Context: an optimization exercise on an open-source flow, tuned for small area and a short achievable clock period. The choices shown serve that exercise and are no tape-out recipe.
Only simulation tests tie the RTL to the original design; equivalence was not proved.

==> flow/design.v <==
module hq_dh_sequencer #(
  parameter int Q       = 8,
  parameter int N       = 16,
  parameter int HQ_ROWS = 4,
  parameter int HQ_COLS = 32,
  parameter int TIMEOUT = 64
) (
  input  logic                clk,
  input  logic                rst,
  input  logic                wr_en,
  input  logic signed [N-1:0] wr_real,
  input  logic signed [N-1:0] wr_im,
  input  logic                start,
  input  logic                Dh_result_valid,
  output logic                loaded,
  output logic                busy,
  output logic                Dh_en,
  output logic signed [N-1:0] out_real,
  output logic signed [N-1:0] out_im,
  output logic [3:0]          q_idx,
  output logic                done,
  output logic                err
);
  localparam int DEPTH  = HQ_ROWS * HQ_COLS;
  localparam int ADDR_W = $clog2(DEPTH);
  localparam int BURST  = 2 * HQ_ROWS;
  localparam int K_W    = $clog2(BURST);
  localparam int LAST_Q = HQ_COLS / 2 - 1;
  localparam int CNT_W  = $clog2(TIMEOUT);
  localparam int W      = 2 * N;                
  localparam int NFIX   = 2 * BURST;            
  localparam int CLEN   = LAST_Q + 1 - 2;       
  if (((HQ_COLS % 2) != 0) || (HQ_COLS / 2 > 16) || (Q >= N)) begin : g_param_check
    $error("hq_dh_sequencer: unsupported parameter set");
  end
  typedef enum logic [1:0] {
    S_IDLE,
    S_FEED,
    S_WAIT,
    S_DONE
  } state_t;
  state_t              r_state,    w_state_nxt;
  logic [ADDR_W-1:0]   r_wr_ptr,   w_wr_ptr_nxt;
  logic                r_loaded,   w_loaded_nxt;
  logic                r_busy,     w_busy_nxt;
  logic                r_err,      w_err_nxt;
  logic                r_done,     w_done_nxt;
  logic                r_dh_en,    w_dh_en_nxt;
  logic [3:0]          r_q,        w_q_nxt;
  logic [K_W-1:0]      r_k,        w_k_nxt;
  logic [CNT_W-1:0]    r_wait_cnt, w_wait_cnt_nxt;
  logic [W-1:0]        r_out,      w_out_nxt;
  logic                r_valid_d;
  logic                r_wv;
  logic [W-1:0]        r_wd;
  logic [3:0]          r_off,      w_off_nxt;
  logic                r_ra;        
  logic [BURST-1:0]    r_shf;       
  logic [BURST-1:0]    r_sh;        
  logic [1:0]          r_shb;       
  logic                r_rdf;       
  logic                r_rds;       
  logic                r_rda;       
  logic                w_accept;
  logic                w_wr_fire;
  logic                w_rd_en;
  logic                w_go;
  logic [W-1:0]        w_rd_data;
  logic [W-1:0]        b_pos0 [2];
  logic [W-1:0]        b_pos1 [2];
  logic [W-1:0]        head   [BURST];
  assign w_accept  = (r_state == S_WAIT) && Dh_result_valid && !r_valid_d;
  assign w_wr_fire = (r_state == S_IDLE) && !r_loaded && wr_en;
  always_comb begin
    w_state_nxt    = r_state;
    w_wr_ptr_nxt   = r_wr_ptr;
    w_loaded_nxt   = r_loaded;
    w_busy_nxt     = r_busy;
    w_err_nxt      = r_err;
    w_q_nxt        = r_q;
    w_k_nxt        = r_k;
    w_wait_cnt_nxt = (r_state == S_WAIT) ? r_wait_cnt + CNT_W'(1) : '0;
    w_dh_en_nxt    = 1'b0;
    w_done_nxt     = 1'b0;
    case (r_state)
      S_IDLE: begin
        if (start && r_loaded) begin
          w_state_nxt = S_FEED;
          w_err_nxt   = 1'b0;
          w_busy_nxt  = 1'b1;
          w_q_nxt     = '0;
          w_k_nxt     = '0;
          w_dh_en_nxt = 1'b1;
        end else if (w_wr_fire) begin
          if (r_wr_ptr == ADDR_W'(DEPTH - 1)) begin
            w_wr_ptr_nxt = '0;
            w_loaded_nxt = 1'b1;
          end else begin
            w_wr_ptr_nxt = r_wr_ptr + ADDR_W'(1);
          end
        end
      end
      S_FEED: begin
        if (r_k == K_W'(BURST - 1)) begin
          w_state_nxt = S_WAIT;
        end else begin
          w_k_nxt     = r_k + K_W'(1);
          w_dh_en_nxt = 1'b1;
        end
      end
      S_WAIT: begin
        if (w_accept) begin
          if (r_q == 4'(LAST_Q)) begin
            w_state_nxt  = S_DONE;
            w_done_nxt   = 1'b1;
            w_busy_nxt   = 1'b0;
            w_loaded_nxt = 1'b0;
            w_wr_ptr_nxt = '0;
          end else begin
            w_state_nxt = S_FEED;
            w_q_nxt     = r_q + 4'd1;
            w_k_nxt     = '0;
            w_dh_en_nxt = 1'b1;
          end
        end else if (r_wait_cnt == CNT_W'(TIMEOUT - 1)) begin
          w_state_nxt = S_IDLE;
          w_err_nxt   = 1'b1;
          w_busy_nxt  = 1'b0;
        end
      end
      S_DONE: begin
        w_state_nxt = S_IDLE;
      end
      default: begin
        w_state_nxt = S_IDLE;
      end
    endcase
  end
  typedef enum logic [3:0] {
    R_HEAD0 = 4'd0,    
    R_B0P0  = 4'd8,
    R_B0P1  = 4'd9,
    R_B1P0  = 4'd10,
    R_B1P1  = 4'd11
  } rsel_t;
  rsel_t r_rsel, w_rsel_nxt;
  rsel_t w_rsel_go, w_rsel_stay;
  assign w_go = (r_state == S_IDLE) ? start : w_accept;
  always_comb begin
    case (r_state)
      S_IDLE:  w_rsel_go = r_loaded ? R_B0P1 : R_B0P0;
      S_WAIT:  w_rsel_go = (r_q == 4'd0) ? R_B1P1 :
                           (r_q == 4'(LAST_Q)) ? R_B0P0 : rsel_t'(R_HEAD0 + 4'd1);
      default: w_rsel_go = w_rsel_stay;
    endcase
  end
  always_comb begin
    case (r_state)
      S_FEED:  w_rsel_stay = (r_k != K_W'(BURST - 1)) ?
                             ((r_q == 4'd0) ? R_B0P1 :
                              (r_q == 4'd1) ? R_B1P1 : rsel_t'({1'b0, r_k + K_W'(2)})) :
                             ((r_q == 4'd0) ? R_B1P0 : R_HEAD0);
      S_WAIT:  w_rsel_stay = (r_wait_cnt == CNT_W'(TIMEOUT - 1)) ? R_B0P0 :
                             (r_q == 4'd0) ? R_B1P0 : R_HEAD0;
      default: w_rsel_stay = R_B0P0;
    endcase
  end
  assign w_rsel_nxt = w_go ? w_rsel_go : w_rsel_stay;
  always_comb begin
    case (r_rsel)
      R_B0P0:  w_rd_data = b_pos0[0];
      R_B0P1:  w_rd_data = b_pos1[0];
      R_B1P0:  w_rd_data = b_pos0[1];
      R_B1P1:  w_rd_data = b_pos1[1];
      default: w_rd_data = head[r_rsel[K_W-1:0]];
    endcase
  end
  assign w_rd_en = r_rdf || (r_rds && start) || (r_rda && Dh_result_valid && !r_valid_d);
  assign w_out_nxt = w_rd_en ? w_rd_data : r_out;
  assign w_off_nxt = (r_ra || r_shf[BURST-1]) ?
                     ((r_off == 4'(CLEN - 1)) ? 4'd0 : r_off + 4'd1) : r_off;
  always_ff @(posedge clk) begin
    if (rst) begin
      r_state    <= S_IDLE;
      r_wr_ptr   <= '0;
      r_loaded   <= 1'b0;
      r_busy     <= 1'b0;
      r_err      <= 1'b0;
      r_done     <= 1'b0;
      r_dh_en    <= 1'b0;
      r_q        <= '0;
      r_k        <= '0;
      r_wait_cnt <= '0;
      r_out      <= '0;
      r_valid_d  <= 1'b0;
      r_wv       <= 1'b0;
      r_off      <= '0;
      r_ra       <= 1'b0;
      r_shf      <= '0;
      r_sh       <= '0;
      r_shb      <= '0;
      r_rsel     <= R_B0P0;
      r_rdf      <= 1'b0;
      r_rds      <= 1'b0;
      r_rda      <= 1'b0;
    end else begin
      r_state    <= w_state_nxt;
      r_wr_ptr   <= w_wr_ptr_nxt;
      r_loaded   <= w_loaded_nxt;
      r_busy     <= w_busy_nxt;
      r_err      <= w_err_nxt;
      r_done     <= w_done_nxt;
      r_dh_en    <= w_dh_en_nxt;
      r_q        <= w_q_nxt;
      r_k        <= w_k_nxt;
      r_wait_cnt <= w_wait_cnt_nxt;
      r_out      <= w_out_nxt;
      r_valid_d  <= Dh_result_valid;
      r_wv       <= w_wr_fire;
      r_rsel     <= w_rsel_nxt;
      r_rdf      <= (w_state_nxt == S_FEED) && (w_k_nxt != K_W'(BURST - 1));
      r_rds      <= (w_state_nxt == S_IDLE) && w_loaded_nxt;
      r_rda      <= (w_state_nxt == S_WAIT) && (w_q_nxt != 4'(LAST_Q));
      r_off      <= w_off_nxt;
      r_ra       <= (w_off_nxt != 4'd0) && (!r_busy || (r_q < 4'd2));
      for (int k = 0; k < BURST; k++) begin
        r_shf[k] <= (r_state == S_FEED) && (r_q >= 4'd2) && (r_k == K_W'(k));
        r_sh[k]  <= (w_wr_fire && (r_wr_ptr >= ADDR_W'(NFIX)) && (r_wr_ptr[K_W-1:0] == K_W'(k))) ||
                    ((w_off_nxt != 4'd0) && (!r_busy || (r_q < 4'd2))) ||
                    ((r_state == S_FEED) && (r_q >= 4'd2) && (r_k == K_W'(k)));
      end
      for (int b = 0; b < 2; b++) begin
        r_shb[b] <= (w_wr_fire && (r_wr_ptr < ADDR_W'(NFIX)) && (r_wr_ptr[K_W] == 1'(b))) ||
                    ((w_state_nxt == S_FEED) && (w_q_nxt == 4'(b)));
      end
    end
  end
  always_ff @(posedge clk) begin
    r_wd <= {wr_real, wr_im};
  end
  for (genvar b = 0; b < 2; b++) begin : g_burst
    logic [BURST*W-1:0] r_ch;
    always_ff @(posedge clk) begin
      if (r_shb[b])
        r_ch <= {r_wv ? r_wd : r_ch[W-1:0], r_ch[BURST*W-1:W]};
    end
    assign b_pos0[b] = r_ch[W-1:0];
    assign b_pos1[b] = r_ch[2*W-1:W];
  end
  for (genvar k = 0; k < BURST; k++) begin : g_chain
    logic [CLEN*W-1:0] r_ch;
    always_ff @(posedge clk) begin
      if (r_sh[k])
        r_ch <= {r_wv ? r_wd : r_ch[W-1:0], r_ch[CLEN*W-1:W]};
    end
    assign head[k] = r_ch[W-1:0];
  end
  assign loaded   = r_loaded;
  assign busy     = r_busy;
  assign Dh_en    = r_dh_en;
  assign out_real = r_out[W-1:N];
  assign out_im   = r_out[N-1:0];
  assign q_idx    = r_q;
  assign done     = r_done;
  assign err      = r_err;
endmodule
export LEC_CHECK = 0
export CAP_MARGIN = 20
export CORE_MARGIN = 2
export CORE_UTILIZATION = 70
export CTS_CLUSTER_DIAMETER = 60
export CTS_CLUSTER_SIZE = 24
export SETUP_SLACK_MARGIN = 3.6
export SLEW_MARGIN = 20
create_clock -name core_clock -period 6.0 [get_ports {clk}]
standard.sh (not shown) runs the stock make flow with config.mk's settings and CLKGATE_MAP_FILE= SYNTH_SCRIPT=/design/flow/synth_recipe.tcl, a recipe that flattens the netlist after the stock synthesis.
==> flow/flow/run.sh <==
#!/bin/bash
# The standard layout with one added step: before detailed placement,
# flow/pull_out.tcl moves each out_real/out_im register (with the logic that
# feeds only it, and its port buffer) next to its output pin; detailed
# placement then legalizes as usual. Synthesis, clock tree and every other step
# are the standard flow's. make's full output goes to standard_flow.log.
set -euo pipefail
here=$(pwd)
bash standard.sh "PRE_DETAIL_PLACE_TCL=$here/flow/pull_out.tcl" finish > standard_flow.log 2>&1
Other scripts of this flow, unchanged in this note and not shown: flow/flow/pull_out.tcl
Edit:
==> flow/flow/run.sh (replaced) <==
#!/bin/bash
# The standard layout with two changes:
#  - before detailed placement, flow/pull_out.tcl moves each out_real/out_im
#    register (with the logic that feeds only it, and its port buffer) next to
#    its output pin; detailed placement then legalizes as usual;
#  - clock tree synthesis runs without dummy loads (the arguments the standard
#    flow builds from config.mk, plus -dont_use_dummy_load).
# Synthesis and every other step are the standard flow's. make's full output
# goes to standard_flow.log; each step's log is under orfs/logs.
set -euo pipefail
here=$(pwd)
cts="-sink_clustering_enable -repair_clock_nets -sink_clustering_size 24 -sink_clustering_max_diameter 60 -dont_use_dummy_load"
bash standard.sh "PRE_DETAIL_PLACE_TCL=$here/flow/pull_out.tcl" "CTS_ARGS=$cts" finish > standard_flow.log 2>&1
Cell count went down by 1.5%; core utilization falls by 0.77 points; via count drops by 0.70%.

## re-timing with driven ports
The results above use ideal ports. As a check the final layouts listed here were re-extracted and re-timed, cells and wires unchanged.
Step 1 (the two cells are an assumption about what drives the block):
set clk [get_ports {clk}]
set_driving_cell -lib_cell sky130_fd_sc_hd__clkbuf_16 $clk
set_driving_cell -lib_cell sky130_fd_sc_hd__buf_2 [delete_from_list [all_inputs] $clk]
Step 2 moves the port delays by t, midway between the first and last clock arrival at a register: inputs arrive t later, outputs are due t later. That takes back most of the time a late clock gives input paths.
Three values: ideal, step 1, step 2; two values: the first two.
run	shift t [ns]	setup WS [ns]	worst register clock-pin slew, ns
the first run	0.939	3.420 / 3.335 / 2.679	0.11 / 0.11
the second run	0.911	3.455 / 3.373 / 2.758	0.10 / 0.10
After both steps setup and hold are still met in every run listed. For the first run, which loses most, drivers alone change the setup slack by -0.085 ns; drivers and shift together by -0.741 ns.
